Context: an optimization exercise on an open-source flow, tuned for small area and a short achievable clock period. The choices shown serve that exercise and are no tape-out recipe.
At most, simulation tests tie the RTL to the original design; equivalence was not proved.

Setup of the baseline:
## trail_stack
module trail_stack #(
    parameter int DATA_W = 32,
    parameter int DEPTH  = 64,
    parameter int LEVELS = 16
) (
    input  logic                          clock,
    input  logic                          reset,
    input  logic                          push,
    input  logic [DATA_W-1:0]             push_data,
    input  logic                          pop,
    output logic [DATA_W-1:0]             pop_data,
    output logic                          pop_valid,
    output logic [DATA_W-1:0]             top,
    input  logic                          mark,
    input  logic                          backtrack,
    input  logic [$clog2(LEVELS+1)-1:0]   bt_level,
    output logic                          unwind_valid,
    output logic [DATA_W-1:0]             unwind_data,
    output logic                          busy,
    output logic [$clog2(DEPTH+1)-1:0]    size,
    output logic [$clog2(LEVELS+1)-1:0]   level,
    output logic                          full,
    output logic                          empty,
    output logic                          err_overflow,
    output logic                          err_underflow
);
    localparam int SW = $clog2(DEPTH + 1);
    localparam int LW = $clog2(LEVELS + 1);
    logic [DATA_W-1:0] slot [1:DEPTH-1];
    logic [DATA_W-1:0] top_q;
  ...
Size in the first run: roughly 4800 cells after synthesis, ~160 I/O pins, roughly 0.085 mm² of cells after synthesis.
==> module trail_stack, before the edit <==
module trail_stack #(
    parameter int DATA_W = 32,
    parameter int DEPTH  = 64,
    parameter int LEVELS = 16
) (
    input  logic                          clock,
    input  logic                          reset,
    input  logic                          push,
    input  logic [DATA_W-1:0]             push_data,
    input  logic                          pop,
    output logic [DATA_W-1:0]             pop_data,
    output logic                          pop_valid,
    output logic [DATA_W-1:0]             top,
    input  logic                          mark,
    input  logic                          backtrack,
    input  logic [$clog2(LEVELS+1)-1:0]   bt_level,
    output logic                          unwind_valid,
    output logic [DATA_W-1:0]             unwind_data,
    output logic                          busy,
    output logic [$clog2(DEPTH+1)-1:0]    size,
    output logic [$clog2(LEVELS+1)-1:0]   level,
    output logic                          full,
    output logic                          empty,
    output logic                          err_overflow,
    output logic                          err_underflow
);
    localparam int SW = $clog2(DEPTH + 1);
    localparam int LW = $clog2(LEVELS + 1);
    logic [DATA_W-1:0] slot [1:DEPTH-1];
    logic [DATA_W-1:0] top_q;
    logic [SW-1:0]     marks [1:LEVELS];
    logic [SW-1:0]     target;
    logic [LW-1:0]     tgt_level;
    logic [DEPTH:0]    sz_oh;      
    logic [DATA_W-1:0] rd;         
    logic [SW-1:0]     mark_rd;    
    logic [LEVELS-1:0] lvl_gt;     
    logic [LEVELS-1:0] tgt_gt;     
    assign top   = top_q;
    assign empty = sz_oh[0];
    assign full  = size[SW-1];
    always_comb begin
        rd = '0;
        for (int k = 1; k < DEPTH; k++) rd = rd | ({DATA_W{sz_oh[k+1]}} & slot[k]);
    end
    always_comb
        for (int v = 0; v < LEVELS; v++) tgt_gt[v] = tgt_level > LW'(v);
    always_comb begin
        mark_rd = '0;
        for (int l = 1; l <= LEVELS; l++)
            if (bt_level == LW'(l)) mark_rd = marks[l];
    end
    always_ff @(posedge clock)
        for (int k = 1; k < DEPTH; k++)
            if (sz_oh[k]) slot[k] <= top_q;
    always_ff @(posedge clock)
        for (int l = 1; l <= LEVELS; l++)
            if ((l == 1 ? 1'b1 : lvl_gt[(l == 1) ? 0 : l-2]) && !lvl_gt[l-1]) marks[l] <= size;
    logic          go;
    logic [SW-1:0] size_p1, size_m1;
    logic bt_go, do_rep, do_push, do_pop;
    always_comb begin
        bt_go    = !busy && backtrack && !bt_level[LW-1] && lvl_gt[bt_level[LW-2:0]];
        do_rep   = !busy && !bt_go && push && pop && !empty;
        do_push  = !busy && !bt_go && push && !(pop && !empty) && !full;
        do_pop   = !busy && !bt_go && !push && pop && !empty;
        go       = busy && size > target;
    end
    always_ff @(posedge clock) begin
        pop_valid <= 1'b0;
        unwind_valid <= 1'b0;
        if (!busy) begin
            target <= mark_rd;
            tgt_level <= bt_level;
        end
        if (reset) begin
            busy <= 1'b0;
            size <= '0;
            size_p1 <= SW'(1);
            size_m1 <= '1;
            sz_oh <= (DEPTH+1)'(1);
            level <= '0;
            lvl_gt <= '0;
            top_q <= '0;
            pop_data <= '0;
            unwind_data <= '0;
            err_overflow <= 1'b0;
            err_underflow <= 1'b0;
        end else begin
            if (do_push || do_rep) top_q <= push_data;
            else if (do_pop || go) top_q <= rd;
            if (do_pop || do_rep) begin
                pop_data <= top_q;
                pop_valid <= 1'b1;
            end
            if (go) begin
                unwind_data <= top_q;
                unwind_valid <= 1'b1;
            end
            if (do_push) begin
                size <= size_p1;
                size_p1 <= size_p1 + 1'b1;
                size_m1 <= size;
                sz_oh <= {sz_oh[DEPTH-1:0], 1'b0};
            end else if (do_pop || go) begin
                size <= size_m1;
                size_p1 <= size;
                size_m1 <= size_m1 - 1'b1;
                sz_oh <= {1'b0, sz_oh[DEPTH:1]};
            end
            if (busy) begin
                if (!go) begin
                    busy <= 1'b0;
                    level <= tgt_level;
                    lvl_gt <= tgt_gt;
                end
            end else if (bt_go) begin
                busy <= 1'b1;
            end else begin
                if (backtrack) err_underflow <= 1'b1;
                if (push && !(pop && !empty) && full) err_overflow <= 1'b1;
                if (!push && pop && empty) err_underflow <= 1'b1;
                if (mark) begin
                    if (level == LW'(LEVELS)) err_overflow <= 1'b1;
                    else begin
                        level <= level + 1'b1;
                        lvl_gt <= {lvl_gt[LEVELS-2:0], 1'b1};
                    end
                end
            end
        end
    end
endmodule
==> flow/config.mk <==
export PLATFORM = sky130hd
export DESIGN_NAME = trail_stack
export DESIGN_NICKNAME = trail_stack
export VERILOG_FILES = /design/flow/design.v
export SDC_FILE = /design/flow/constraint.sdc
export NUM_CORES = 4
export LEC_CHECK = 0
export CAP_MARGIN = 20
export CORE_MARGIN = 2
export CORE_UTILIZATION = 40
export CTS_CLUSTER_DIAMETER = 70
export CTS_CLUSTER_SIZE = 24
export SETUP_SLACK_MARGIN = 2.9
export SLEW_MARGIN = 20
==> flow/constraint.sdc <==
create_clock -name core_clock -period 5.5 [get_ports {clock}]
set_input_delay 1.1000 -clock core_clock [delete_from_list [all_inputs] [get_ports {clock}]]
set_output_delay 1.1000 -clock core_clock [all_outputs]
set_load 0.01 [all_outputs]
standard.sh (not shown) runs the stock make flow with config.mk's settings and CLKGATE_MAP_FILE= SYNTH_SCRIPT=/design/flow/synth_recipe.tcl, a recipe that flattens the netlist after the stock synthesis.
==> flow/flow/run.sh <==
#!/bin/bash
# The standard layout, with plain buffers (not delay cells) on the ports.
set -euo pipefail
export BUFFER_PORTS_ARGS="-buffer_cell sky130_fd_sc_hd__buf_2"
bash standard.sh > standard.log 2>&1
What the candidate does differently from the baseline at the input level:
diff --git a/flow/design.v b/flow/design.v
--- a/flow/design.v
+++ b/flow/design.v
@@ -34,12 +34,13 @@
     logic [DEPTH:0]    sz_oh;      
     logic [DATA_W-1:0] rd;         
     logic [SW-1:0]     mark_rd;    
     logic [LEVELS-1:0] lvl_gt;     
     logic [LEVELS-1:0] tgt_gt;     
     assign top   = top_q;
+    logic [SW-1:0]     size_n;
     assign empty = sz_oh[0];
     assign full  = size[SW-1];
     always_comb begin
         rd = '0;
         for (int k = 1; k < DEPTH; k++) rd = rd | ({DATA_W{sz_oh[k+1]}} & slot[k]);
     end
@@ -53,66 +54,57 @@
     always_ff @(posedge clock)
         for (int k = 1; k < DEPTH; k++)
             if (sz_oh[k]) slot[k] <= top_q;
     always_ff @(posedge clock)
         for (int l = 1; l <= LEVELS; l++)
             if ((l == 1 ? 1'b1 : lvl_gt[(l == 1) ? 0 : l-2]) && !lvl_gt[l-1]) marks[l] <= size;
-    logic          go;
-    logic [SW-1:0] size_p1, size_m1;
-    logic bt_go, do_rep, do_push, do_pop;
+    logic bt_go, do_rep, do_push, do_pop, unw_step;
     always_comb begin
         bt_go    = !busy && backtrack && !bt_level[LW-1] && lvl_gt[bt_level[LW-2:0]];
         do_rep   = !busy && !bt_go && push && pop && !empty;
         do_push  = !busy && !bt_go && push && !(pop && !empty) && !full;
         do_pop   = !busy && !bt_go && !push && pop && !empty;
-        go       = busy && size > target;
+        unw_step = busy && size > target;
+        if (do_push) size_n = size + 1'b1;
+        else if (do_pop || unw_step) size_n = size - 1'b1;
+        else size_n = size;
     end
     always_ff @(posedge clock) begin
         pop_valid <= 1'b0;
         unwind_valid <= 1'b0;
         if (!busy) begin
             target <= mark_rd;
             tgt_level <= bt_level;
         end
         if (reset) begin
             busy <= 1'b0;
             size <= '0;
-            size_p1 <= SW'(1);
-            size_m1 <= '1;
             sz_oh <= (DEPTH+1)'(1);
             level <= '0;
             lvl_gt <= '0;
             top_q <= '0;
             pop_data <= '0;
             unwind_data <= '0;
             err_overflow <= 1'b0;
             err_underflow <= 1'b0;
         end else begin
             if (do_push || do_rep) top_q <= push_data;
-            else if (do_pop || go) top_q <= rd;
+            else if (do_pop || unw_step) top_q <= rd;
             if (do_pop || do_rep) begin
                 pop_data <= top_q;
                 pop_valid <= 1'b1;
             end
-            if (go) begin
+            if (unw_step) begin
                 unwind_data <= top_q;
                 unwind_valid <= 1'b1;
             end
-            if (do_push) begin
-                size <= size_p1;
-                size_p1 <= size_p1 + 1'b1;
-                size_m1 <= size;
-                sz_oh <= {sz_oh[DEPTH-1:0], 1'b0};
-            end else if (do_pop || go) begin
-                size <= size_m1;
-                size_p1 <= size;
-                size_m1 <= size_m1 - 1'b1;
-                sz_oh <= {1'b0, sz_oh[DEPTH:1]};
-            end
+            size <= size_n;
+            if (do_push) sz_oh <= {sz_oh[DEPTH-1:0], 1'b0};
+            else if (do_pop || unw_step) sz_oh <= {1'b0, sz_oh[DEPTH:1]};
             if (busy) begin
-                if (!go) begin
+                if (!unw_step) begin
                     busy <= 1'b0;
                     level <= tgt_level;
                     lvl_gt <= tgt_gt;
                 end
             end else if (bt_go) begin
                 busy <= 1'b1;
## What came out
Every stage of the flow completed for the candidate, and the final layout passed the timing, DRC and antenna checks. The higher number of antenna repair diodes came out of the baseline. The baseline ended up with top_q[11]$_SDFFE_PP0P_ as its worst setup path endpoint; the candidate ended up with size[5]$_SDFFE_PP0P_. Length in cells of the worst reg-to-reg path up 4 in the candidate wrt the baseline. ~same effective utilization at floorplan in the baseline and the candidate. Via density per instance on the candidate is down relative to the baseline. Post-route clock period utilization, the baseline and the candidate, higher one = the candidate. Diff the baseline and the candidate: area share of and/or/nand/nor cells after synthesis lower in the baseline. The candidate: maximum operating frequency 11 MHz below the baseline. In the candidate, the area growth from synthesis to final layout came out 2.5 points below the value in the baseline. For the largest fanout on the critical path, the candidate came in 28 lower than the baseline did. The critical path depth in the candidate sits 5 above the value recorded for the baseline.
For the candidate, only the layout was checked, not whether the RTL still works.

==> separate check: timing with driven ports <==
How much do the figures lean on ideal ports? The routed layouts below were timed once more, with nothing changed but the port constraints.
Step 1, drivers: a clkbuf_16 drives clock and a buf_2 each remaining input, both assumed.
Step 2 adds t to the input delays and takes it off the output delays; t is the mean of the earliest and latest rising clock arrival at the registers after step 1. Input paths then give back, and output paths get back, about the clock's delay inside the block.
a / b / c = ideal / step 1 / step 2; a / b = the first two.
| run | t (ns) | slack for setup (ns) | worst hold slack (ns) | cell pins on the clock port's net |
|---|---|---|---|---|
| the baseline | 0.901 | 2.786 / 2.783 / 1.882 | 0.456 / 0.453 / 0.456 | 1 |
| the candidate | 0.899 | 2.704 / 2.728 / 1.829 | 0.449 / 0.449 / 0.449 | 1 |
After both steps every run listed still meets setup and hold. For the baseline, which loses most, drivers alone change the setup slack by -0.003 ns; drivers and shift together by -0.904 ns.
